Background: an optimization exercise with open tools, aiming at small area, a short achievable clock period and few clock cycles. Do not read the settings as production practice.
The RTL was checked by simulation tests, not by an equivalence proof against the original design.
Power figures rest on the tool's default switching activity, not on a simulated workload.

## design.v

```verilog
`timescale 1ns/1ps
`default_nettype none
package event_sched_pkg;
    localparam int ADDR_W     = 16;
    localparam int COORD_W    = 8;
    localparam int ROW_STRIDE = 256;
    parameter int HALF_WIN    = 2;
    parameter int QUEUE_DEPTH = 16;
    function automatic logic lt8(input logic [7:0] a, input logic [7:0] b);
        logic r;
        r = 1'b0;
        for (int i = 0; i < 8; i++) r = (~a[i] & b[i]) | (~a[i] & r) | (b[i] & r);
        lt8 = r;
    endfunction
    function automatic logic lt16(input logic [15:0] a, input logic [15:0] b);
        logic r;
        r = 1'b0;
        for (int i = 0; i < 16; i++) r = (~a[i] & b[i]) | (~a[i] & r) | (b[i] & r);
        lt16 = r;
    endfunction
endpackage
`default_nettype wire
`timescale 1ns/1ps
`default_nettype none
module todo_lane (
    input  logic       seg_vld,
    input  logic [7:0] seg_top,
    input  logic [7:0] seg_lo,
    input  logic [7:0] seg_hi,
    input  logic       first,
    input  logic [7:0] row,
    input  logic [7:0] col,
    output logic       act,
    output logic       cont,
    output logic       cov1,
    output logic       later
);
    logic [8:0] d;      
    logic       ge0, le3, le4, eqm1;
    assign d    = {1'b0, row} - {1'b0, seg_top};
    assign ge0  = !d[8];
    assign le4  = ge0 && (d[7:0] <= 8'd4);
    assign le3  = ge0 && (d[7:0] <= 8'd3);
    assign eqm1 = (d == 9'h1ff);
    assign act   = seg_vld && !first && le4 && event_sched_pkg::lt8(col, seg_hi);
    assign cont  = act && !event_sched_pkg::lt8(col + 8'd1, seg_lo);
    assign cov1  = seg_vld && !first && (le3 || eqm1);
    assign later = seg_vld && (first || (d[8] && !eqm1));
endmodule
`default_nettype wire
`timescale 1ns/1ps
`default_nettype none
module window_picker #(
    parameter int N = 5
) (
    input  logic [N-1:0]   mask,
    input  logic [N*N-1:0] ord,
    output logic [N-1:0]   pick
);
    always_comb begin
        for (int i = 0; i < N; i++) begin
            pick[i] = mask[i];
            for (int j = 0; j < N; j++) begin
                if (j != i && mask[j] && !ord[i*N+j]) pick[i] = 1'b0;
            end
        end
    end
endmodule
`default_nettype wire
`timescale 1ns/1ps
`default_nettype none
module sched_ctrl (
    input  logic [7:0] ev_top,
    input  logic [7:0] ev_lo,
    input  logic       cur_vld,
    input  logic [7:0] cur_top,
    input  logic [7:0] cur_hc,
    output logic       fresh,
    output logic       merge
);
    assign fresh = !cur_vld || event_sched_pkg::lt16({cur_top, cur_hc}, {ev_top, ev_lo});
    assign merge = cur_vld && (ev_top == cur_top)
                   && !event_sched_pkg::lt8(cur_hc + 8'd5, ev_lo);
endmodule
`default_nettype wire
`timescale 1ns/1ps
`default_nettype none
module event_sched_top #(
    parameter int NS = 3
) (
    input  logic        clk,
    input  logic        rst_n,
    input  logic [15:0] event_addr,
    input  logic        event_valid,
    output logic        event_ready,
    output logic [15:0] window_addr,
    output logic        window_valid,
    input  logic        window_ready
);
    localparam int N = NS + 1;
    logic [N-1:0]  seg_vld;
    logic [7:0]    seg_top [N];
    logic [7:0]    seg_lo  [N];
    logic [7:0]    seg_hi  [N];
    logic [NS-1:0] older [NS];
    logic [7:0]    ev_top;   
    logic [7:0]    ev_lo;
    logic          multi;    
    logic          rdy;      
    logic [15:0]   pos;      
    logic          wv;
    logic          first;    
    logic          fresh, merge;
    logic          room, consume, open_seg;
    logic [NS-1:0] alloc;
    assign event_ready  = rdy;
    assign window_valid = wv;
    assign window_addr  = pos;
    sched_ctrl sched_ctrl_inst (
        .ev_top(ev_top),
        .ev_lo(ev_lo),
        .cur_vld(seg_vld[NS]),
        .cur_top(seg_top[NS]),
        .cur_hc(seg_hi[NS]),
        .fresh(fresh),
        .merge(merge)
    );
    assign room     = !seg_vld[NS] || !(&seg_vld[NS-1:0]);
    assign consume  = !rdy && (!fresh || merge || room);
    assign open_seg = !rdy && fresh && !merge && room;
    always_comb begin
        alloc = '0;
        for (int s = NS - 1; s >= 0; s--) begin
            if (!seg_vld[s]) alloc = NS'(1) << s;
        end
        if (!(open_seg && seg_vld[NS])) alloc = '0;
    end
    logic [7:0]   R, C, R1, C1;
    logic [N-1:0] act, cont, cov1, later;
    logic [N*N-1:0] lo_before, age_before;
    logic [N-1:0] pick_in, pick_c1, pick_l;
    logic [7:0]   ht, hc;
    logic         lo_early;
    assign R  = pos[15:8];
    assign C  = pos[7:0];
    assign R1 = R + 8'd1;
    assign C1 = C + 8'd1;
    for (genvar s = 0; s < NS; s++) begin : g_seg
        todo_lane todo_lane_inst (
            .seg_vld(seg_vld[s]),
            .seg_top(seg_top[s]),
            .seg_lo(seg_lo[s]),
            .seg_hi(seg_hi[s]),
            .first(first),
            .row(R),
            .col(C),
            .act(act[s]),
            .cont(cont[s]),
            .cov1(cov1[s]),
            .later(later[s])
        );
    end
    assign ht = seg_top[NS];
    assign hc = seg_hi[NS];
    logic r_eq, r1_eq, r1_lt, c1_lt;
    assign r_eq  = (R == ht);
    assign r1_eq = (R1 == ht);
    assign r1_lt = event_sched_pkg::lt8(R1, ht);
    assign c1_lt = event_sched_pkg::lt8(C1, hc);
    assign act[NS]   = seg_vld[NS] && !first && r_eq && c1_lt;
    assign cont[NS]  = act[NS] && !event_sched_pkg::lt8(C1, seg_lo[NS]);
    assign cov1[NS]  = seg_vld[NS] && !first && r1_eq;
    assign later[NS] = seg_vld[NS] && (first || r1_lt);
    assign lo_early = multi;
    always_comb begin
        for (int i = 0; i < N; i++) begin
            for (int j = 0; j < N; j++) begin
                if (i == NS)      lo_before[i*N+j] = !event_sched_pkg::lt8(seg_lo[j], seg_lo[i]);
                else if (j == NS) lo_before[i*N+j] = event_sched_pkg::lt8(seg_lo[i], seg_lo[j]);
                else if (i < j)   lo_before[i*N+j] = !event_sched_pkg::lt8(seg_lo[j], seg_lo[i]);
                else              lo_before[i*N+j] = event_sched_pkg::lt8(seg_lo[i], seg_lo[j]);
                if (i == NS)      age_before[i*N+j] = 1'b0;
                else if (j == NS) age_before[i*N+j] = 1'b1;
                else if (i < j)   age_before[i*N+j] = older[i][j];
                else              age_before[i*N+j] = !older[j][i];
            end
        end
    end
    window_picker #(.N(N)) pick_in_inst (.mask(act),   .ord(lo_before),  .pick(pick_in));
    window_picker #(.N(N)) pick_c1_inst (.mask(cov1),  .ord(lo_before),  .pick(pick_c1));
    window_picker #(.N(N)) pick_l_inst  (.mask(later), .ord(age_before), .pick(pick_l));
    logic        any_act, any_cont, any_c1, any_l;
    logic [7:0]  lo_in, lo_c1, lo_l, top_l;
    logic        early_in, early_c1, early_l;
    logic        due;
    logic [15:0] nxt;
    assign any_act  = |act;
    assign any_cont = |cont;
    assign any_c1   = |cov1;
    assign any_l    = |later;
    always_comb begin
        lo_in = '0; lo_c1 = '0; lo_l = '0; top_l = '0;
        for (int s = 0; s < N; s++) begin
            lo_in    = lo_in    | ({8{pick_in[s]}} & seg_lo[s]);
            lo_c1    = lo_c1    | ({8{pick_c1[s]}} & seg_lo[s]);
            lo_l     = lo_l     | ({8{pick_l[s]}}  & seg_lo[s]);
            top_l    = top_l    | ({8{pick_l[s]}}  & seg_top[s]);
        end
    end
    assign early_in = act[NS] && (!pick_in[NS] || lo_early);
    assign early_c1 = !pick_c1[NS] || lo_early;
    assign early_l  = !pick_l[NS] || lo_early;
    always_comb begin
        if (any_act) begin
            nxt = {R, any_cont ? C1 : lo_in};
            due = event_sched_pkg::lt8(R, ht) || (r_eq && (any_cont ? c1_lt : early_in));
        end else if (any_c1) begin
            nxt = {R1, lo_c1};
            due = r1_lt || (r1_eq && early_c1);
        end else begin
            nxt = {top_l, lo_l};
            due = any_l && early_l;
        end
    end
    always_ff @(posedge clk) begin
        if (rdy && event_valid) begin
            ev_top <= event_addr[15:8] - 8'd2;
            ev_lo  <= event_addr[7:0] - 8'd2;
        end
        for (int s = 0; s < NS; s++) begin
            if (alloc[s]) begin
                seg_top[s] <= seg_top[NS];
                seg_lo[s]  <= seg_lo[NS];
                seg_hi[s]  <= seg_hi[NS] + 8'd4;
                for (int j = 0; j < NS; j++) begin
                    if (j < s) older[j][s] <= 1'b1;
                    if (j > s) older[s][j] <= 1'b0;
                end
            end
        end
        if (open_seg) begin
            seg_top[NS] <= ev_top;
            seg_lo[NS]  <= ev_lo;
            multi       <= 1'b0;
        end else if (consume && fresh) begin
            multi       <= 1'b1;
        end
        if (consume && fresh) begin
            seg_hi[NS] <= ev_lo;
        end
        if ((!wv || window_ready) && due) begin
            pos <= nxt;
        end
    end
    always_ff @(posedge clk or negedge rst_n) begin
        if (!rst_n) begin
            seg_vld <= '0;
            rdy     <= 1'b1;
            wv      <= 1'b0;
            first   <= 1'b1;
        end else begin
            seg_vld[NS-1:0] <= (seg_vld[NS-1:0] & (act[NS-1:0] | cov1[NS-1:0] | later[NS-1:0])) | alloc;
            if (open_seg) seg_vld[NS] <= 1'b1;
            rdy <= rdy ? !event_valid : consume;
            if (!wv || window_ready) begin
                wv <= due;
                if (due) first <= 1'b0;
            end
        end
    end
endmodule
`default_nettype wire
```

## flow/run.sh

```bash
#!/bin/bash
# The standard layout, with faster port buffers than the default choice, a
# clock tree without dummy loads, and timing repair aiming well past the
# clock period's needs.
set -euo pipefail
export BUFFER_PORTS_ARGS="-buffer_cell sky130_fd_sc_hd__buf_4"
export CTS_ARGS="-sink_clustering_enable -repair_clock_nets -buf_list sky130_fd_sc_hd__clkbuf_8 -dont_use_dummy_load"
bash standard.sh SETUP_SLACK_MARGIN=12 finish > standard_flow.log 2>&1
```

## standard.sh

```bash
#!/bin/bash
# synth_recipe.tcl (not shown) runs the flow's synth.tcl, then flattens the netlist and writes it again
# the make line also repeats each setting of config.mk as NAME=value (left out here)
make -C /OpenROAD-flow-scripts/flow DESIGN_CONFIG=/design/flow/config.mk WORK_HOME=/design/flow/orfs CLKGATE_MAP_FILE= SYNTH_SCRIPT=/design/flow/synth_recipe.tcl "${@:-finish}"
```

## config.mk

```make
export PLATFORM = sky130hd
export DESIGN_NAME = event_sched_top
export DESIGN_NICKNAME = event_sched_top
export VERILOG_FILES = /design/flow/design.v
export SDC_FILE = /design/flow/constraint.sdc
export NUM_CORES = 8
export LEC_CHECK = 0
export ABC_AREA = 1
export CAP_MARGIN = 20
export CORE_MARGIN = 2
export CORE_UTILIZATION = 40
export CTS_BUF_LIST = sky130_fd_sc_hd__clkbuf_8
export SETUP_SLACK_MARGIN = 0.5
export SLEW_MARGIN = 20
```

## constraint.sdc

```tcl
create_clock -name core_clock -period 14.5 [get_ports {clk}]
set_input_delay 2.9000 -clock core_clock [delete_from_list [all_inputs] [get_ports {clk}]]
set_output_delay 2.9000 -clock core_clock [all_outputs]
set_load 0.01 [all_outputs]
```

==> results_dict.tcl, run 1 <==
set metrics [dict create \
    fp-row-count 58 \
    seqPwrFrac_pct 23.6 \
    cpMaxStageDelayCell "edfxtp_1" \
    synth_top_cells_by_count "nand2_1 (307), inv_1 (211), edfxtp_1 (128)" \
    synth-edff-count 128 \
    via_per_inst 5.590 \
    core_area_um2 25110 \
    drc 0 \
    arrival_ns 1.13 \
    worst_pin_slew_ns 0.8408 \
    cts_made_buffers 17 \
    num_vias 10050 \
    fmax_mhz 248.1 \
    place.gp.congestion 0.9938 \
    r2r-end "pos[8]" \
    num_io_pins 38 \
    synth.distinct_cells 56 \
    wl_per_cell_um 19.32 \
    end_kind "output pin" \
    fin_area_um2 13800 \
    die_y_um 163.6 \
    cts_max_level 4 \
    p_per_area_nw_per_um2 185.7 \
    tritoncts "yes" \
    antenna_found_initial 0 \
    clkPwrFrac_pct 9.4 \
    syn_area_um2 10190 \
    leakagePower_nw 6.075 \
    synth_most_common_cell "nand2_1" \
    p_switching_mw 1.207 \
    rsz0062_at_grt "true" \
    power.share.switching_pct 47.09 \
    layout-drive-gt1-share_pct 30.45 \
    ys_top_cells_by_area "edfxtp_1 (38%), nand2_1 (11%), inv_1 (7.8%)" \
    cap_violations 0 \
    final_nets 1548 \
    p_comb_share_pct 67.1 \
    post-route-min-period_ns 4.031 \
    syn_area_per_cell_um2 7.934 \
    ff2ff_path_depth 25 \
    start_util_pct 40.60 \
    critPathMaxFanout 2 \
    placed_cells 1632 \
    worstHoldPathType "reg2reg" \
    ant_nets 0 \
    antenna_cells 0 \
    grt.overflow.total 0 \
    port_buffers 37 \
    grt_max_degree 23 \
    first_pass_iters 7 \
    die_w_um 163.6 \
    yosysWarnings 12 \
    crit_family "flip-flops" \
    max_stage_delay_ns 0.49 \
    fin_worst_skew_ns 0.02774 \
    startpoint_type "flop" \
    final.setup.tns_ns 0 \
    finalHoldViolCount 0 \
    die-area_um2 26780 \
    min_from "older[1][2]" \
    critical_path_class "reg2out" \
    synth_nets 1363 \
    holdPathEnd "older[1][2]" \
    yosysTopAreaCellShare_pct 37.70 \
    postPlaceCellArea_um2 11060 \
    clockRootBuffer "clkbuf_8" \
    post-route-period-util_pct 27.80 \
    ys_seq_elements 139 \
    grtUsageTotal_pct 25.37 \
    drt_iter0_drc 941 \
    insertion_delay_ns 0.47 \
    power.internal_mw 1.356 \
    grt_pass1_vias 9227 \
    grt_pass1_wl_um 51680 \
    ys_seq_area_share_pct 40.23 \
    clockBufferDepth 2 \
    cp.depth 1 \
    holdPathStages 2 \
    finalSetupViolations 0 \
    slew_headroom_pct 43.35 \
    hpwl_um 22650 \
    cts_sinks 139 \
    area_delta_synth_final_pct 35.39 \
    ys.flop_type "edfxtp_1" \
    outcome "no timing/DRC/antenna violations" \
    fill_cells 2281 \
    drt_wl_total_um 34740 \
    whs_ns 0.4583 \
    path_cells "buf_4" \
    ir_worst_vdd_uv 98.61 \
    total_power_mw 2.564 \
    cts-hold-fix-buffers 0 \
    yosysTopAreaCell "edfxtp_1" \
    instances_no_fill 1798 \
    regToRegSetupSlack_ns 10.75 \
    clkSlewWorstSetupHoldPaths_ns 0.08 \
    postSynthCellCount 1285 \
    async_reset_ff_share_pct 5.036 \
    cp.buffers_inverters 1 \
    timing.rr.start "pos[8]" \
    required_ns 11.60 \
    slew_violations 0 \
]
==> placed cells by master (no fill, tap or decap), types with 13 or more instances in the layout <==
master | Yosys | routed
a21oi_1 | 48 | 34
a21oi_2 | 8 | 18
buf_12 | 0 | 20
buf_4 | 4 | 91
buf_6 | 4 | 60
clkbuf_8 | 0 | 17
edfxtp_1 | 128 | 128
ha_1 | 55 | 44
inv_1 | 211 | 182
inv_2 | 9 | 20
nand2_1 | 307 | 269
nand2_2 | 9 | 37
nand3_1 | 71 | 56
nand3_2 | 7 | 14
nand4_1 | 35 | 35
nor2_1 | 111 | 70
nor2_2 | 4 | 19
nor2_4 | 2 | 29
o21ai_0 | 42 | 36
o21ai_1 | 10 | 13
o221ai_1 | 19 | 19
o22ai_1 | 60 | 54
xor2_1 | 37 | 32
==> flip-flops by register name (all words and copies together), names as in the netlist <==
signal,count
seg_hi,32
seg_lo,32
seg_top,32
pos,16
ev_lo,8
ev_top,8
seg_vld,4
older,3
first,1
multi,1
rdy,1
wv,1
==> stage by stage <==
step | utilization [%] | setup slack [ns]
2_1_floorplan | - | 10.88
3_3_place_gp | 44.06 | 10.67
3_5_place_dp | 44.06 | 10.60
4_1_cts | 50.70 | 10.47
5_1_grt | 54.97 | 10.46
6_report | 54.97 | 10.47
==> power by group through the flow <==
stage | Clock, mW | Combinational (mW) | Sequential [mW]
6_report | 0.240 | 1.72 | 0.604
5_1_grt | 0.259 | 1.87 | 0.609
4_1_cts | 0.243 | 1.46 | 0.601
3_5_place_dp | 0 | 1.17 | 0.644
3_3_place_gp | 0 | 1.17 | 0.644
2_1_floorplan | 0 | 0.886 | 0.615
==> per-layer routing <==
| layer | global-route usage [%] | vias up | wire [um] |
|---|---|---|---|
| met3 | 4.317 | 81 | 3068 |
| met2 | 38.31 | 469 | 15690 |
| met4 | 7.536 | 0 | 988 |
| met5 | 0 | - | 0 |
| li1 | - | 4712 | - |
| met1 | 37.11 | 4788 | 14990 |
==> logic make-up (layout without fill, tap and decap cells) <==
kind of cell	Yosys count	count (layout)	share of synthesized area, %
adder cells (fa/ha/maj)	61	61	7.634
XOR/XNOR	44	44	3.854
buffers and inverters	242	423	9.413
AO/OA/AOI/OAI	222	222	14.03
AND/OR/NAND/NOR	577	579	24.84
flip-flops	139	139	40.23
==> timing repair <==
item,in CTS,in global routing
endpoints found under the setup margin,189,189
hold endpoints to repair,0,0
cloned,6,2
gates resized for setup,135,157
buffers inserted,89,52
pin swaps,47,92
==> worst max-delay path by stage <==
stage | slack, ns | start | end
after floorplan | 10.88 | event_addr[2] | ev_lo[7]
after global placement | 10.67 | event_addr[2] | ev_lo[7]
after detailed placement | 10.60 | pos[8] | pos[1]
after CTS | 10.47 | rdy | event_ready
after global routing | 10.46 | rdy | event_ready
final | 10.47 | pos[9] | window_addr[9]
==> area by class of cell <==
class	instances	area, um2	share of cell area, %
clock buffer	17	234.0	1.695
timing repair buffer	181	1942	14.07
inverter	222	952.2	6.898
tap	330	412.9	2.991
sequential	139	4101	29.71
timing repair inverter	3	21.27	0.1541
multi-input combinational	906	6140	44.48
Testbench counts, summed over its fixed seeds: cycles 16,611.
==> inputs of run 2 (changes only) <==
--- a/design.v
+++ b/design.v
@@ -103,6 +103,7 @@
     logic [7:0]    seg_lo  [N];
     logic [7:0]    seg_hi  [N];
     logic [NS-1:0] older [NS];
+    logic [NS-1:0] lo_le [NS];
     logic [7:0]    ev_top;   
     logic [7:0]    ev_lo;
     logic          multi;    
@@ -162,23 +163,32 @@
     end
     assign ht = seg_top[NS];
     assign hc = seg_hi[NS];
-    logic r_eq, r1_eq, r1_lt, c1_lt;
-    assign r_eq  = (R == ht);
-    assign r1_eq = (R1 == ht);
-    assign r1_lt = event_sched_pkg::lt8(R1, ht);
+    logic       r_eq, r1_eq, r_lt, r1_lt, c1_lt;
+    logic [8:0] dr;    
+    assign dr    = {1'b0, R} - {1'b0, ht};
+    assign r_eq  = (dr == 9'd0);
+    assign r1_eq = (dr == 9'h1ff);
+    assign r_lt  = dr[8];
+    assign r1_lt = dr[8] && !r1_eq;
     assign c1_lt = event_sched_pkg::lt8(C1, hc);
     assign act[NS]   = seg_vld[NS] && !first && r_eq && c1_lt;
     assign cont[NS]  = act[NS] && !event_sched_pkg::lt8(C1, seg_lo[NS]);
     assign cov1[NS]  = seg_vld[NS] && !first && r1_eq;
     assign later[NS] = seg_vld[NS] && (first || r1_lt);
     assign lo_early = multi;
+    logic [NS-1:0] cur_first;
+    always_comb begin
+        for (int j = 0; j < NS; j++) begin
+            cur_first[j] = !event_sched_pkg::lt8(seg_lo[j], seg_lo[NS]);
+        end
+    end
     always_comb begin
         for (int i = 0; i < N; i++) begin
             for (int j = 0; j < N; j++) begin
-                if (i == NS)      lo_before[i*N+j] = !event_sched_pkg::lt8(seg_lo[j], seg_lo[i]);
-                else if (j == NS) lo_before[i*N+j] = event_sched_pkg::lt8(seg_lo[i], seg_lo[j]);
-                else if (i < j)   lo_before[i*N+j] = !event_sched_pkg::lt8(seg_lo[j], seg_lo[i]);
-                else              lo_before[i*N+j] = event_sched_pkg::lt8(seg_lo[i], seg_lo[j]);
+                if (i == NS)      lo_before[i*N+j] = (j == NS) ? 1'b0 : cur_first[j];
+                else if (j == NS) lo_before[i*N+j] = !cur_first[i];
+                else if (i < j)   lo_before[i*N+j] = lo_le[i][j];
+                else              lo_before[i*N+j] = !lo_le[j][i];
                 if (i == NS)      age_before[i*N+j] = 1'b0;
                 else if (j == NS) age_before[i*N+j] = 1'b1;
                 else if (i < j)   age_before[i*N+j] = older[i][j];
@@ -213,7 +223,7 @@
     always_comb begin
         if (any_act) begin
             nxt = {R, any_cont ? C1 : lo_in};
-            due = event_sched_pkg::lt8(R, ht) || (r_eq && (any_cont ? c1_lt : early_in));
+            due = r_lt || (r_eq && (any_cont ? c1_lt : early_in));
         end else if (any_c1) begin
             nxt = {R1, lo_c1};
             due = r1_lt || (r1_eq && early_c1);
@@ -235,6 +245,8 @@
                 for (int j = 0; j < NS; j++) begin
                     if (j < s) older[j][s] <= 1'b1;
                     if (j > s) older[s][j] <= 1'b0;
+                    if (j < s) lo_le[j][s] <= !cur_first[j];
+                    if (j > s) lo_le[s][j] <= cur_first[j];
                 end
             end
         end
--- a/flow/run.sh
+++ b/flow/run.sh
@@ -5,4 +5,4 @@
 set -euo pipefail
 export BUFFER_PORTS_ARGS="-buffer_cell sky130_fd_sc_hd__buf_4"
 export CTS_ARGS="-sink_clustering_enable -repair_clock_nets -buf_list sky130_fd_sc_hd__clkbuf_8 -dont_use_dummy_load"
-bash standard.sh SETUP_SLACK_MARGIN=12 finish > standard_flow.log 2>&1
+bash standard.sh SETUP_SLACK_MARGIN=10.3 finish > standard_flow.log 2>&1
==> run 2 against run 1 <==
Die area fell by 3.2%. Global-route usage fell by 2.3 points. Synthesized cell count down 8.2%. Critical path depth did not move. Cell count is 13% lower. Still clean. Fmax down 2.9%. Sequential power grew 6.8%. Total power is 16% lower.
==> results_dict.tcl, run 2 <==
set metrics [dict create \
    arrival_ns 1.25 \
    final_cell_mix "nand2_1 (255), inv_1 (181), edfxtp_1 (131), nor2_1 (75), o22ai_1 (63)" \
    grt.overflow.total 0 \
    hpwl_um 23240 \
    num_io_pins 38 \
    die_w_um 161.0 \
    slew_headroom_pct 31.25 \
    synth.distinct_cells 60 \
    drt_iter0_drc 807 \
    ys.flop_type "edfxtp_1" \
    regArea_um2 4192 \
    cap_violations 0 \
    outcome "no timing/DRC/antenna violations" \
    fin_util_pct 44.72 \
    synth_top_family_by_area "simple AND/OR/NAND/NOR gates" \
    antenna_found_initial 0 \
    grt_pass1_vias 8260 \
    tritoncts "yes" \
    fin_area_um2 10840 \
    clockBufferDepth 2 \
    cts_sinks 142 \
    die-area_um2 25920 \
    clkSlewWorstSetupHoldPaths_ns 0.07 \
    required_ns 11.60 \
    max_stage_delay_ns 0.58 \
    ys_seq_elements 142 \
    grt-busiest-layer "met2" \
    mostFrequentLayoutCell "nand2_1" \
    core_area_um2 24250 \
    clockRootBuffer "clkbuf_8" \
    cts_made_buffers 17 \
    rsz0062_at_grt "false" \
    synthSimpleGateAreaFrac_pct 21.83 \
    post-route-period-util_pct 28.62 \
    antenna_cells 0 \
    startpoint_type "flop" \
    place.gp.congestion 0.9727 \
    ys_seq_area_share_pct 42.52 \
    via_per_inst 5.584 \
    ir_worst_vdd_uv 69.26 \
    critPathMaxFanout 7 \
    die_y_um 161.0 \
    grt_use_met2_pct 35.58 \
    syn_area_per_cell_um2 8.354 \
    async_reset_ff_share_pct 4.930 \
    worstHoldPathType "reg2reg" \
    fmax_mhz 241.0 \
    synth-xor-area-share_pct 4.353 \
    leakagePower_nw 4.780 \
    fin_worst_skew_ns 0.03804 \
    grt_max_degree 25 \
    post-route-min-period_ns 4.150 \
    num_vias 8717 \
    multi_input_area_um2 4856 \
    finalSetupViolations 0 \
    yosysTopAreaCellShare_pct 39.90 \
    synth-edff-count 131 \
    fp-row-count 57 \
    synth_nets 1251 \
    top_regs "seg_hi: 32 flops, seg_lo: 32 flops, seg_top: 32 flops" \
    slew_violations 0 \
    synth_top_cells_by_count "nand2_1 (255), inv_1 (187), edfxtp_1 (131)" \
    met1_usage_pct 33.04 \
    end_kind "output pin" \
    p_per_area_nw_per_um2 198.7 \
    layout-drive-gt1-share_pct 12.61 \
    worst_pin_slew_ns 1.026 \
    cts_max_level 4 \
    synth_most_common_cell "nand2_1" \
    final.setup.tns_ns 0 \
    drt_wl_total_um 29650 \
    grtUsageTotal_pct 23.06 \
    regToRegSetupSlack_ns 10.52 \
    grt_util_met3_pct 4.597 \
    cp.buffers_inverters 1 \
    ant_nets 0 \
    pre_cts_ws_ns 10.00 \
    syn_area_um2 9858 \
    cpMaxStageDelayCell "edfxtp_1" \
    yosysTopAreaCell "edfxtp_1" \
    synth-compound-area-share_pct 15.79 \
    setup_ws_ns 10.35 \
    finalHoldViolCount 0 \
    postSynthCellCount 1180 \
    fill_cells 2451 \
    yosysWarnings 14 \
    path_cells "buf_4" \
    postPlaceCellArea_um2 10490 \
    synthMuxAreaShare_pct 0 \
    drc 0 \
    start_util_pct 40.66 \
    synthAdderAreaFrac_pct 6.879 \
    ys_top_cells_by_area "edfxtp_1 (40%), nand2_1 (9.7%), inv_1 (7.1%)" \
    port_buffers 37 \
    critical_path_class "reg2out" \
    wl_per_cell_um 19.00 \
    area_delta_synth_final_pct 10.00 \
    insertion_delay_ns 0.46 \
    final_nets 1310 \
    crit_family "flip-flops" \
    grt_pass1_wl_um 45830 \
    first_pass_iters 7 \
]
==> run 2: timing repair <==
item | CTS | global route
hold buffers | 0 | 0
pin swaps | 1 | 3
setup buffers | 2 | 7
endpoints found under the setup margin | 66 | 75
resized for setup | 2 | 10
cloned | 1 | 1
==> run 2: kinds of logic after synthesis <==
| logic type | count (synthesis) |
|---|---|
| DFF | 142 |
| AOI/OAI and AO/OA | 244 |
| adders and majority gates | 52 |
| buffers and inverters | 219 |
| xor gates and xnor gates | 49 |
| and+or+nand+nor | 474 |
==> run 2: report_power, final <==
part / switching (mW) / internal (mW)
logic: 0.843 / 0.427
clock network: 0.136 / 0.103
registers: 0.0803 / 0.565
total: 1.06 / 1.10
==> run 2: final timing paths <==
path	from	endpoint	depth (start not counted)
max in group asynchronous	rst_n	first	1
min	older[0][2]	older[0][2]	2
min reg2reg	older[0][2]	older[0][2]	2
min in group asynchronous	rst_n	seg_vld[3]	1
max reg2reg	pos[8]	pos[5]	19
max	pos[14]	window_addr[14]	1
==> run 2: area by class of cell <==
cell class / count / area share, %
inverters: 210 / 7.419
well taps: 324 / 3.738
multi-input cells: 821 / 44.78
flip-flops and latches: 142 / 38.65
clock buffers: 17 / 2.158
repair buffers: 47 / 3.254
==> run 2: layer usage <==
metal  up-vias  routed length [um]
li1       4172                   -
met2       409               12870
met1      4080               13530
met3        56                2555
met4         0                 702
met5         -                   0
==> run 2: metrics by stage <==
step | hold WS (ns) | power [mW] | instances
finish | 0.4815 | 2.155 | 1561
global placement | 0.4668 | 1.857 | 1533
CTS | 0.4774 | 2.118 | 1553
floorplan | 0.4332 | 1.511 | 1180
global route | 0.5008 | 2.315 | 1561
detailed placement | 0.4681 | 1.866 | 1533
Testbench counts of run 2, summed over its fixed seeds: cycles 16,611.
==> inputs of run 3 (changes only) <==
--- a/flow/run.sh
+++ b/flow/run.sh
@@ -5,4 +5,4 @@
 set -euo pipefail
 export BUFFER_PORTS_ARGS="-buffer_cell sky130_fd_sc_hd__buf_4"
 export CTS_ARGS="-sink_clustering_enable -repair_clock_nets -buf_list sky130_fd_sc_hd__clkbuf_8 -dont_use_dummy_load"
-bash standard.sh SETUP_SLACK_MARGIN=10.3 finish > standard_flow.log 2>&1
+bash standard.sh SETUP_SLACK_MARGIN=10.6 finish > standard_flow.log 2>&1
==> run 3 against run 2 <==
Sequential power down 2%. First-iteration DRC count up 18%. Design area up 4.6%. Clock skew up 0.00083 ns. Global-route usage up 0.24 points. Total power up 6.0%. Combinational power up 11%.
==> results_dict.tcl, run 3 <==
set metrics [dict create \
    drc 0 \
    via_per_inst 5.537 \
    start_util_pct 40.66 \
    worstHoldPathType "reg2reg" \
    worst_pin_slew_ns 0.6927 \
    outcome "no timing/DRC/antenna violations" \
    wl_per_cell_um 19.08 \
    r2r-end "pos[10]" \
    yosysWarnings 14 \
    clkSlewWorstSetupHoldPaths_ns 0.07 \
    max_stage_delay_ns 0.48 \
    holdPathEnd "older[1][2]" \
    ff2ff_path_depth 23 \
    end_kind "output pin" \
    die-area_um2 25920 \
    synth_nets 1251 \
    grt_pass1_wl_um 46320 \
    p_per_area_nw_per_um2 201.2 \
    postSynthCellCount 1180 \
    synth.distinct_cells 60 \
    final_cell_mix "nand2_1 (251), inv_1 (179), edfxtp_1 (131), nor2_1 (72)" \
    slew_headroom_pct 53.51 \
    area_delta_synth_final_pct 15.12 \
    cts_sinks 142 \
    first_pass_iters 7 \
    holdPathStages 2 \
    drt_wl_total_um 30490 \
    required_ns 11.60 \
    startpoint_type "flop" \
    place.gp.congestion 0.9727 \
    layout-drive-gt1-share_pct 16.64 \
    fp-row-count 57 \
    critical_path_class "reg2out" \
    regToRegSetupSlack_ns 10.70 \
    port_buffers 37 \
    die_y_um 161.0 \
    core_area_um2 24250 \
    seqPwrFrac_pct 27.7 \
    grt.overflow.total 0 \
    clockBufferDepth 2 \
    insertion_delay_ns 0.46 \
    syn_area_per_cell_um2 8.354 \
    synth_most_common_cell "nand2_1" \
    tritoncts "yes" \
    finalHoldViolCount 0 \
    antenna_cells 0 \
    grt_max_degree 25 \
    drt_iter0_drc 953 \
    grt_pass1_vias 8367 \
    mostFrequentLayoutCell "nand2_1" \
    synth_top_cells_by_count "nand2_1 (255), inv_1 (187), edfxtp_1 (131)" \
    finalSetupViolations 0 \
    syn_area_um2 9858 \
    arrival_ns 1.09 \
    clkPwrFrac_pct 10.5 \
    cts-hold-fix-buffers 0 \
    final.setup.tns_ns 0 \
    cts_max_level 4 \
    ys_top_cells_by_area "edfxtp_1 (40%), nand2_1 (9.7%), inv_1 (7.1%)" \
    cp.buffers_inverters 1 \
    top_regs "seg_hi: 32 flops, seg_lo: 32 flops, seg_top: 32 flops" \
    num_io_pins 38 \
    yosysTopAreaCellShare_pct 39.90 \
    ir_worst_vdd_uv 79.16 \
    antenna_found_initial 0 \
    fmax_mhz 250.8 \
    whs_ns 0.4764 \
    final_nets 1347 \
    ys.flop_type "edfxtp_1" \
    power.internal_mw 1.178 \
    post-route-period-util_pct 27.49 \
    async_reset_ff_share_pct 4.930 \
    die_w_um 161.0 \
    cts_made_buffers 17 \
    cap_violations 0 \
    crit_family "flip-flops" \
    ys_seq_elements 142 \
    yosysTopAreaCell "edfxtp_1" \
    leakagePower_nw 4.989 \
    timing.rr.start "pos[8]" \
    clockRootBuffer "clkbuf_8" \
    p_comb_share_pct 61.8 \
    p_switching_mw 1.106 \
    critPathMaxFanout 2 \
    num_vias 8848 \
    ant_nets 0 \
    fin_worst_skew_ns 0.03886 \
    slew_violations 0 \
    path_cells "buf_6" \
    rsz0062_at_grt "true" \
    power.share.switching_pct 48.43 \
    grtUsageTotal_pct 23.29 \
    cpMaxStageDelayCell "edfxtp_1" \
    ys_seq_area_share_pct 42.52 \
    min_from "older[1][2]" \
    hpwl_um 23240 \
    post-route-min-period_ns 3.986 \
    synth-edff-count 131 \
]
## run 3: cell counts after synthesis
No cell type changed its count.
## run 3: per-layer routing
metal	GRT usage, %	part of all wire (%)	vias up
li1	-	-	4245
met1	33.30	46	4177
met2	36.09	44	379
met3	4.854	7.5	47
met4	6.169	2.2	0
met5	0	0	-
## run 3: worst max path at each step
stage             startpoint              end  slack (ns)  cells past startpoint
6_report             pos[14]  window_addr[14]       10.51                      1
5_1_grt                  rdy      event_ready       10.47                      1
4_1_cts                  rdy      event_ready       10.48                      1
3_5_place_dp    seg_hi[3][2]     seg_hi[1][1]       10.00                     14
3_3_place_gp    seg_hi[3][2]     seg_hi[1][1]       10.12                     14
2_1_floorplan  event_addr[9]        ev_top[7]       10.78                      5
## run 3: cells by family after synthesis
family / Yosys count / synth area share (%)
simple gates: 474 / 21.83
compound gates: 244 / 15.79
buf+inv: 219 / 8.630
flops: 142 / 42.52
fa+ha+maj: 52 / 6.879
xor+xnor: 49 / 4.353
## run 3: final cells by class
type | count | area (um2)
repair inverters | 2 | 15.01
repair buffers | 82 | 686.9
well taps | 324 | 405.4
flip-flops and latches | 142 | 4192
fillers | 2415 | 12900
multi-input cells | 821 | 5004
inverters | 210 | 812.0
clock buffers | 17 | 234.0
## run 3: timing repair
action | CTS | global route
gates cloned | 1 | 3
endpoints found under the setup margin | 96 | 100
pin swaps | 2 | 17
resized for setup | 27 | 39
buffers inserted | 20 | 24
## run 3: stage by stage
step                std cells  instance area (um2)  power [mW]  util, %  setup slack, ns
finish                   1598                11350       2.284    46.80            10.51
global route             1598                11350       2.449    46.80            10.47
CTS                      1571                10990       2.180    45.30            10.48
detailed placement       1533                10490       1.866    43.26            10.00
global placement         1533                10490       1.857    43.26            10.12
floorplan                1180                 9858       1.511        -            10.78
## run 3: power groups by stage
| stage | Combinational (mW) | Sequential (mW) | Clock (mW) |
|---|---|---|---|
| finish | 1.41 | 0.631 | 0.240 |
| floorplan | 0.871 | 0.641 | 0 |
| detailed placement | 1.20 | 0.669 | 0 |
| CTS | 1.31 | 0.629 | 0.243 |
| global placement | 1.19 | 0.669 | 0 |
| global route | 1.55 | 0.638 | 0.256 |
## run 3: tightest hold or removal path: cells and delay by family (launching register included)
| family | cells | cell delay (ns) |
|---|---|---|
| flip-flops | 1 | 0.33 |
| AND/OR/NAND/NOR | 2 | 0.11 |
==> inputs of run 4 (changes only) <==
--- a/flow/run.sh
+++ b/flow/run.sh
@@ -5,4 +5,4 @@
 set -euo pipefail
 export BUFFER_PORTS_ARGS="-buffer_cell sky130_fd_sc_hd__buf_4"
 export CTS_ARGS="-sink_clustering_enable -repair_clock_nets -buf_list sky130_fd_sc_hd__clkbuf_8 -dont_use_dummy_load"
-bash standard.sh SETUP_SLACK_MARGIN=10.6 finish > standard_flow.log 2>&1
+bash standard.sh SETUP_SLACK_MARGIN=10.5 finish > standard_flow.log 2>&1
==> run 4 against run 3 <==
Total power is 3.5% lower. Highest routed layer unchanged. Routed wire length fell by 0.68%. Clock-buffer cell count did not move. Flip-flop and latch count unchanged.
==> results_dict.tcl, run 4 <==
set metrics [dict create \
    critPathMaxFanout 2 \
    drt_wl_total_um 30280 \
    cp.buffers_inverters 1 \
    place.gp.congestion 0.9727 \
    pre_cts_ws_ns 10.00 \
    synthMuxAreaShare_pct 0 \
    grtUsageTotal_pct 23.23 \
    yosysTopAreaCellShare_pct 39.90 \
    postSynthCellCount 1180 \
    ys.flop_type "edfxtp_1" \
    p_per_area_nw_per_um2 199.4 \
    core_area_um2 24250 \
    fin_worst_skew_ns 0.03800 \
    arrival_ns 1.08 \
    yosysWarnings 14 \
    top_regs "seg_hi: 32 flops, seg_lo: 32 flops, seg_top: 32 flops" \
    die_w_um 161.0 \
    drt_iter0_drc 904 \
    cts_sinks 142 \
    clockBufferDepth 2 \
    synth_top_cells_by_count "nand2_1 (255), inv_1 (187), edfxtp_1 (131)" \
    worstHoldPathType "reg2reg" \
    wl_per_cell_um 19.17 \
    cts_made_buffers 17 \
    startpoint_type "flop" \
    timing.rr.start "pos[8]" \
    crit_family "flip-flops" \
    grt_pass1_vias 8313 \
    synth-xor-area-share_pct 4.353 \
    ys_seq_area_share_pct 42.52 \
    leakagePower_nw 4.879 \
    grt_pass1_wl_um 46180 \
    ys_seq_elements 142 \
    setup_ws_ns 10.52 \
    synth_top_family_by_area "simple AND/OR/NAND/NOR gates" \
    outcome "no timing/DRC/antenna violations" \
    num_io_pins 38 \
    ys_top_cells_by_area "edfxtp_1 (40%), nand2_1 (9.7%), inv_1 (7.1%)" \
    area_delta_synth_final_pct 12.10 \
    fmax_mhz 251.3 \
    max_stage_delay_ns 0.54 \
    holdPathStages 2 \
    start_util_pct 40.66 \
    mostFrequentLayoutCell "nand2_1" \
    insertion_delay_ns 0.46 \
    required_ns 11.60 \
    end_kind "output pin" \
    slew_headroom_pct 55.66 \
    post-route-period-util_pct 27.45 \
    ir_worst_vdd_uv 77.03 \
    worst_pin_slew_ns 0.6630 \
    rsz0062_at_grt "true" \
    r2r-end "pos[9]" \
    fill_cells 2425 \
    slew_violations 0 \
    finalSetupViolations 0 \
    holdPathEnd "older[1][2]" \
    clockRootBuffer "clkbuf_8" \
    finalHoldViolCount 0 \
    drc 0 \
    tritoncts "yes" \
    final.setup.tns_ns 0 \
    grt.overflow.total 0 \
    die-area_um2 25920 \
    synthAdderAreaFrac_pct 6.879 \
    final_nets 1329 \
    num_vias 8841 \
    cpMaxStageDelayCell "dfstp_2" \
    async_reset_ff_share_pct 4.930 \
    synth_most_common_cell "nand2_1" \
    grt_max_degree 25 \
    clkSlewWorstSetupHoldPaths_ns 0.07 \
    ff2ff_path_depth 18 \
    synth-edff-count 131 \
    final_cell_mix "nand2_1 (254), inv_1 (179), edfxtp_1 (131), nor2_1 (73), o22ai_1 (63)" \
    first_pass_iters 6 \
    cts_max_level 4 \
    placed_cells 1533 \
    cts-hold-fix-buffers 0 \
    path_cells "buf_6" \
    synth_nets 1251 \
    fp-row-count 57 \
    synth.distinct_cells 60 \
    post-route-min-period_ns 3.980 \
    synth-compound-area-share_pct 15.79 \
    min_from "older[1][2]" \
    via_per_inst 5.596 \
    hpwl_um 23240 \
    die_y_um 161.0 \
    syn_area_per_cell_um2 8.354 \
    port_buffers 37 \
    critical_path_class "reg2out" \
    antenna_cells 0 \
    instances_no_fill 1580 \
    cap_violations 0 \
    ant_nets 0 \
    antenna_found_initial 0 \
    regToRegSetupSlack_ns 10.69 \
    synthSimpleGateAreaFrac_pct 21.83 \
    syn_area_um2 9858 \
    layout-drive-gt1-share_pct 14.41 \
    yosysTopAreaCell "edfxtp_1" \
]
[run 4: cell counts after synthesis]
No cell type changed its count.
[run 4: cell families after synthesis]
logic type | after synthesis
adder cells (fa/ha/maj) | 52
XOR/XNOR | 49
flip-flops | 142
AO/OA/AOI/OAI | 244
AND/OR/NAND/NOR | 474
buffers and inverters | 219
[run 4: metrics by stage]
stage | util, % | power (mW) | instance area [um2] | hold slack (ns)
final | 45.57 | 2.203 | 11050 | 0.4831
after global routing | 45.57 | 2.363 | 11050 | 0.5008
after CTS | 44.92 | 2.156 | 10890 | 0.4774
after detailed placement | 43.26 | 1.866 | 10490 | 0.4681
after global placement | 43.26 | 1.857 | 10490 | 0.4668
after floorplan | - | 1.511 | 9858 | 0.4332
[run 4: worst max path at each step]
stage / end / depth (start not counted) / from / slack (ns)
final: event_ready / 1 / rdy / 10.52
after global routing: pos[1] / 22 / pos[8] / 10.45
after CTS: event_ready / 1 / rdy / 10.48
after detailed placement: seg_hi[1][1] / 14 / seg_hi[3][2] / 10.00
after global placement: seg_hi[1][1] / 14 / seg_hi[3][2] / 10.12
after floorplan: ev_top[7] / 5 / event_addr[9] / 10.78
[run 4: layout make-up]
cell class | instances | area (um2) | share of cell area, %
Multi-Input combinational cell | 821 | 4901 | 44.35
Sequential cell | 142 | 4192 | 37.93
Inverter | 210 | 804.5 | 7.280
Tap cell | 324 | 405.4 | 3.668
Timing Repair Buffer | 64 | 499.2 | 4.518
Clock buffer | 17 | 234.0 | 2.117
Timing Repair inverter | 2 | 15.01 | 0.1359
[run 4: timing repair]
item                                    CTS  global route
cloned                                    1             3
buffers inserted                         15            11
endpoints found under the setup margin   85            82
pin swaps                                 2             6
resized for setup                        12            17
[run 4: metal layers]
layer	global-route usage, %	routed length [um]	up-vias	share of wire (%)
met5	0	0	-	0
met4	6.209	592	0	2.0
met3	4.751	2538	52	8.4
met2	35.82	13360	408	44
met1	33.38	13790	4170	46
li1	-	-	4211	-
[run 4: power by group]
group          internal [mW]  switching, mW
registers              0.564         0.0652
logic                  0.457          0.878
clock network          0.103          0.136
==> inputs of run 5 (changes only) <==
--- a/config.mk
+++ b/config.mk
@@ -6,9 +6,9 @@
 export NUM_CORES = 8
 export LEC_CHECK = 0
 export ABC_AREA = 1
-export CAP_MARGIN = 20
+export CAP_MARGIN = 0
 export CORE_MARGIN = 2
 export CORE_UTILIZATION = 40
 export CTS_BUF_LIST = sky130_fd_sc_hd__clkbuf_8
 export SETUP_SLACK_MARGIN = 0.5
-export SLEW_MARGIN = 20
+export SLEW_MARGIN = 0
==> run 5 against run 4 <==
Still clean. Synthesized cell count unchanged. Setup slack unchanged. Total power unchanged. Register-to-register slack is essentially flat. Global-route usage stayed put. Clock power about the same. Routed wire length stayed put. Core utilization did not move. Fmax did not move. Largest cell class unchanged.
==> results_dict.tcl, run 5 <==
set metrics [dict create \
    cp.buffers_inverters 1 \
    via_per_inst 5.596 \
    first_pass_iters 6 \
    core_area_um2 24250 \
    final_nets 1329 \
    port_buffers 37 \
    grt_max_degree 25 \
    area_delta_synth_final_pct 12.10 \
    drc 0 \
    arrival_ns 1.08 \
    outcome "no timing/DRC/antenna violations" \
    start_util_pct 40.66 \
    clkSlewWorstSetupHoldPaths_ns 0.07 \
    ys_seq_elements 142 \
    antenna_cells 0 \
    finalSetupViolations 0 \
    worstHoldPathType "reg2reg" \
    grt.overflow.total 0 \
    yosysTopAreaCell "edfxtp_1" \
    die-area_um2 25920 \
    ff2ff_path_depth 18 \
    cts_max_level 4 \
    place.gp.congestion 0.9727 \
    synth.distinct_cells 60 \
    grt_pass1_vias 8313 \
    async_reset_ff_share_pct 4.930 \
    num_vias 8841 \
    rsz0062_at_grt "true" \
    slew_violations 0 \
    end_kind "output pin" \
    path_cells "buf_6" \
    cts_sinks 142 \
    yosysWarnings 14 \
    max_stage_delay_ns 0.54 \
    tritoncts "yes" \
    synth_top_cells_by_count "nand2_1 (255), inv_1 (187), edfxtp_1 (131)" \
    post-route-period-util_pct 27.45 \
    required_ns 11.60 \
    p_per_area_nw_per_um2 199.4 \
    critPathMaxFanout 2 \
    regToRegSetupSlack_ns 10.69 \
    ys_seq_area_share_pct 42.52 \
    final_cell_mix "nand2_1 (254), inv_1 (179), edfxtp_1 (131), nor2_1 (73), o22ai_1 (63)" \
    top_regs "seg_hi: 32 flops, seg_lo: 32 flops, seg_top: 32 flops" \
    cpMaxStageDelayCell "dfstp_2" \
    synth_nets 1251 \
    finalHoldViolCount 0 \
    post-route-min-period_ns 3.980 \
    cap_violations 0 \
    die_y_um 161.0 \
    clockBufferDepth 2 \
    die_w_um 161.0 \
    instances_no_fill 1580 \
    timing.rr.start "pos[8]" \
    placed_cells 1533 \
    fp-row-count 57 \
    whs_ns 0.4831 \
    synth_most_common_cell "nand2_1" \
    startpoint_type "flop" \
    r2r-end "pos[9]" \
    fin_util_pct 45.57 \
    cts_made_buffers 17 \
    num_io_pins 38 \
    insertion_delay_ns 0.46 \
    crit_family "flip-flops" \
    grt_pass1_wl_um 46180 \
    wl_per_cell_um 19.17 \
    synth-edff-count 131 \
    cts-hold-fix-buffers 0 \
    fin_worst_skew_ns 0.03800 \
    hpwl_um 23240 \
    grtUsageTotal_pct 23.23 \
    min_from "older[1][2]" \
    fmax_mhz 251.3 \
    mostFrequentLayoutCell "nand2_1" \
    clockRootBuffer "clkbuf_8" \
    worst_pin_slew_ns 0.6630 \
    drt_iter0_drc 904 \
    leakagePower_nw 4.879 \
    ir_worst_vdd_uv 77.03 \
    postSynthCellCount 1180 \
    holdPathEnd "older[1][2]" \
    ys.flop_type "edfxtp_1" \
    final.setup.tns_ns 0 \
    critical_path_class "reg2out" \
    layout-drive-gt1-share_pct 14.41 \
    holdPathStages 2 \
    slew_headroom_pct 55.66 \
    antenna_found_initial 0 \
    ys_top_cells_by_area "edfxtp_1 (40%), nand2_1 (9.7%), inv_1 (7.1%)" \
    yosysTopAreaCellShare_pct 39.90 \
    ant_nets 0 \
    syn_area_um2 9858 \
    drt_wl_total_um 30280 \
    syn_area_per_cell_um2 8.354 \
]
==> run 5: cell counts in the layout (fill, tap and decap cells not counted) <==
Identical to the previous run, type by type.
==> run 5: metrics by stage <==
stage / total power [mW] / setup WS [ns] / instance area, um2
6_report: 2.203 / 10.52 / 11050
3_3_place_gp: 1.857 / 10.12 / 10490
2_1_floorplan: 1.511 / 10.78 / 9858
5_1_grt: 2.363 / 10.45 / 11050
3_5_place_dp: 1.866 / 10.00 / 10490
4_1_cts: 2.156 / 10.48 / 10890
==> run 5: area by class of cell <==
cell class / instances / area [um2]
clock buffers: 17 / 234.0
repair buffers: 64 / 499.2
inverters: 210 / 804.5
well taps: 324 / 405.4
multi-input cells: 821 / 4901
repair inverters: 2 / 15.01
flip-flops and latches: 142 / 4192
fillers: 2425 / 13200
==> run 5: worst max-delay path by stage <==
stage / startpoint / to / slack, ns / depth (start not counted)
after global placement: seg_hi[3][2] / seg_hi[1][1] / 10.12 / 14
after CTS: rdy / event_ready / 10.48 / 1
final: rdy / event_ready / 10.52 / 1
after global routing: pos[8] / pos[1] / 10.45 / 22
after detailed placement: seg_hi[3][2] / seg_hi[1][1] / 10.00 / 14
after floorplan: event_addr[9] / ev_top[7] / 10.78 / 5
==> run 5: per-layer routing <==
| layer | part of all wire (%) | up-vias | GRT usage (%) |
|---|---|---|---|
| li1 | - | 4211 | - |
| met3 | 8.4 | 52 | 4.751 |
| met1 | 46 | 4170 | 33.38 |
| met4 | 2.0 | 0 | 6.209 |
| met2 | 44 | 408 | 35.82 |
| met5 | 0 | - | 0 |
==> run 5: report_power, final <==
part           switching, mW  internal, mW  leakage [nW]  total, mW
clock                  0.136         0.103         0.122      0.239
combinational          0.878         0.457          3.43       1.33
sequential            0.0652         0.564          1.32      0.629
total                   1.08          1.12          4.88       2.20
==> run 5: cell families (layout without fill, tap and decap cells) <==
kind of cell / count (synthesis) / count (layout) / share of synthesized area (%)
flops: 142 / 142 / 42.52
simple gates: 474 / 476 / 21.83
compound gates: 244 / 244 / 15.79
buf+inv: 219 / 293 / 8.630
xor+xnor: 49 / 49 / 4.353
fa+ha+maj: 52 / 52 / 6.879
==> run 5: timing repair <==
item,in CTS,in global routing
setup endpoints to repair,85,82
resized for setup,12,17
cloned,1,3
setup buffers,15,11
pin swaps,2,6
==> inputs of run 6 (changes only) <==
==> flow/run.sh (replaced) <==
#!/bin/bash
# The standard layout, with faster port buffers than the default choice, a
# clock tree without dummy loads, and timing repair aiming well past the
# clock period's needs.
set -euo pipefail
export BUFFER_PORTS_ARGS="-buffer_cell sky130_fd_sc_hd__buf_4"
export CTS_ARGS="-sink_clustering_enable -repair_clock_nets -buf_list sky130_fd_sc_hd__clkbuf_16 -dont_use_dummy_load -sink_clustering_size 40 -sink_clustering_max_diameter 200"
bash standard.sh SETUP_SLACK_MARGIN=10.5 finish > standard_flow.log 2>&1
--- a/config.mk
+++ b/config.mk
@@ -6,9 +6,9 @@
 export NUM_CORES = 8
 export LEC_CHECK = 0
 export ABC_AREA = 1
-export CAP_MARGIN = 0
+export CAP_MARGIN = 20
 export CORE_MARGIN = 2
 export CORE_UTILIZATION = 40
 export CTS_BUF_LIST = sky130_fd_sc_hd__clkbuf_8
 export SETUP_SLACK_MARGIN = 0.5
-export SLEW_MARGIN = 0
+export SLEW_MARGIN = 20
==> run 6 against run 5 <==
Still clean on timing, DRC and antenna. Synthesized cell count stayed put. Via count is 0.84% lower. Hold slack got worse by 0.0046 ns. Critical path depth is the same. Core utilization rose by 0.59 points. Flip-flop and latch count did not move. First-iteration DRC count decreased by 1.0%. Sequential power increased by 0.6%. Total power grew 5.0%. Largest power group unchanged. Highest routed layer unchanged.
==> results_dict.tcl, run 6 <==
set metrics [dict create \
    wl_per_cell_um 19.16 \
    ys_top_cells_by_area "edfxtp_1 (40%), nand2_1 (9.7%), inv_1 (7.1%)" \
    grt_max_degree 25 \
    start_util_pct 40.66 \
    fp-row-count 57 \
    final.setup.tns_ns 0 \
    grt_pass1_vias 8287 \
    max_stage_delay_ns 0.55 \
    cts_made_buffers 17 \
    fin_worst_skew_ns 0.02917 \
    leakagePower_nw 4.937 \
    p_per_area_nw_per_um2 206.7 \
    clkSlewWorstSetupHoldPaths_ns 0.05 \
    ys.flop_type "edfxtp_1" \
    crit_family "flip-flops" \
    finalSetupViolations 0 \
    finalHoldViolCount 0 \
    slew_headroom_pct 55.64 \
    mostFrequentLayoutCell "nand2_1" \
    synth.distinct_cells 60 \
    path_cells "buf_6" \
    slew_violations 0 \
    drt_iter0_drc 895 \
    grt_pass1_wl_um 46260 \
    synth_top_cells_by_count "nand2_1 (255), inv_1 (187), edfxtp_1 (131)" \
    worstHoldPathType "reg2reg" \
    port_buffers 37 \
    yosysTopAreaCell "edfxtp_1" \
    final_cell_mix "nand2_1 (253), inv_1 (179), edfxtp_1 (131), nor2_1 (74), o22ai_1 (63)" \
    top_regs "seg_hi: 32 flops, seg_lo: 32 flops, seg_top: 32 flops" \
    postSynthCellCount 1180 \
    clockBufferDepth 2 \
    antenna_found_initial 0 \
    post-route-period-util_pct 27.38 \
    ys_seq_area_share_pct 42.52 \
    antenna_cells 0 \
    cpMaxStageDelayCell "dfstp_2" \
    syn_area_per_cell_um2 8.354 \
    end_kind "output pin" \
    grt.overflow.total 0 \
    async_reset_ff_share_pct 4.930 \
    insertion_delay_ns 0.43 \
    final_nets 1322 \
    arrival_ns 1.07 \
    critPathMaxFanout 3 \
    ir_worst_vdd_uv 81.23 \
    drt_wl_total_um 30140 \
    layout-drive-gt1-share_pct 14.09 \
    drc 0 \
    ant_nets 0 \
    synth_nets 1251 \
    num_vias 8767 \
    tritoncts "yes" \
    cp.buffers_inverters 1 \
    area_delta_synth_final_pct 13.56 \
    hpwl_um 23240 \
    cts_max_level 4 \
    synth_most_common_cell "nand2_1" \
    num_io_pins 38 \
    required_ns 11.60 \
    die-area_um2 25920 \
    fmax_mhz 251.9 \
    yosysTopAreaCellShare_pct 39.90 \
    synth-edff-count 131 \
    startpoint_type "flop" \
    critical_path_class "reg2out" \
    first_pass_iters 5 \
    cap_violations 0 \
    ys_seq_elements 142 \
    outcome "no timing/DRC/antenna violations" \
    via_per_inst 5.573 \
    core_area_um2 24250 \
    syn_area_um2 9858 \
    regToRegSetupSlack_ns 10.63 \
    grtUsageTotal_pct 23.31 \
    clockRootBuffer "clkbuf_16" \
    cts_sinks 142 \
    worst_pin_slew_ns 0.6633 \
    whs_ns 0.4785 \
    die_y_um 161.0 \
    place.gp.congestion 0.9727 \
    yosysWarnings 14 \
    die_w_um 161.0 \
    post-route-min-period_ns 3.970 \
    rsz0062_at_grt "true" \
]
[run 6: cell types whose count changed in the layout (fill, tap and decap cells not counted)]
cell / change
clkbuf_16: +17
clkbuf_8: -17
buf_6: -3
buf_4: -2
clkinvlp_4: -2
a21oi_1: -1
a21oi_2: +1
nand2_1: -1
nand2_2: +1
nand3_1: -1
nand3_4: +1
nor2_1: +1
nor2_2: -1
[run 6: stage by stage]
step	instance area [um2]	util [%]	cells	worst slack, ns	power (mW)
floorplan	9858	-	1180	10.78	1.511
global placement	10490	43.26	1533	10.12	1.857
detailed placement	10490	43.26	1533	10.00	1.866
CTS	11050	45.55	1563	10.51	2.262
global route	11190	46.17	1573	10.40	2.478
finish	11190	46.17	1573	10.53	2.314
[run 6: per-layer routing]
layer	vias up	track usage [%]	routed length, um
met1	4114	33.78	13810
met5	-	0	0
met4	0	7.305	654
met3	51	4.263	2521
met2	408	35.47	13160
li1	4194	-	-
[run 6: timing repair]
action / in CTS / in global routing
setup buffers: 12 / 9
pin swaps: 2 / 6
endpoints found under the hold margin: 0 / 0
gates cloned: 1 / 1
resized for setup: 8 / 19
endpoints found under the setup margin: 80 / 81
hold buffers: 0 / 0
[run 6: logic make-up (layout without fill, tap and decap cells)]
family | Yosys count | after routing | synth area share, %
compound gates | 244 | 244 | 15.79
buf+inv | 219 | 286 | 8.630
flops | 142 | 142 | 42.52
fa+ha+maj | 52 | 52 | 6.879
simple gates | 474 | 476 | 21.83
xor+xnor | 49 | 49 | 4.353
[run 6: worst paths after layout]
check	end	start	depth (start not counted)
min in group asynchronous	seg_vld[3]	rst_n	1
worst max-delay path	event_ready	rdy	1
max in group asynchronous	first	rst_n	1
worst min-delay path	older[0][2]	older[0][2]	2
worst min register to register	older[0][2]	older[0][2]	2
worst max register to register	pos[0]	pos[8]	20
[run 6: where the power goes]
part | total, mW | switching, mW | internal, mW
combinational | 1.33 | 0.875 | 0.453
clock | 0.352 | 0.149 | 0.203
sequential | 0.633 | 0.0675 | 0.565
[run 6: layout make-up]
cell class / count / area (um2)
clock buffer: 17 / 425.4
fill: 2397 / 13050
inverter: 210 / 804.5
multi-input combinational: 821 / 4917
sequential: 142 / 4192
tap: 324 / 405.4
timing repair buffer: 59 / 450.4
[run 6: tightest hold or removal path: cells and delay by family, from the launching register on]
| family | cells | cell delay, ns |
|---|---|---|
| flops | 1 | 0.32 |
| simple gates | 2 | 0.11 |

## port drivers added, routing unchanged
In the flow no input, the clock included, has a driving cell. The finished layouts below were timed again as built, in two steps.
Step 1, drivers: a clkbuf_16 drives clk and a buf_2 each remaining input, both assumed.
Step 2 times the ports against the registers' clock, not the clock port: input delays grow and output delays shrink by t, the midpoint of the rising clock arrivals with the driver on.
Three values: ideal ports, drivers, drivers and shift; two values: the first two.
| run | t, ns | slack for setup (ns) | worst setup path after step 2 |
|---|---|---|---|
| run 1 | 0.494 | 10.469 / 10.428 / 10.719 | input to register |
| run 2 | 0.479 | 10.350 / 10.315 / 10.522 | register to register |
| run 3 | 0.477 | 10.513 / 10.478 / 10.546 | input to register |
| run 4 | 0.475 | 10.520 / 10.485 / 10.551 | input to register |
| run 5 | 0.475 | 10.520 / 10.485 / 10.551 | input to register |
| run 6 | 0.461 | 10.530 / 10.486 / 10.545 | input to register |
After both steps setup and hold are still met in every run listed.
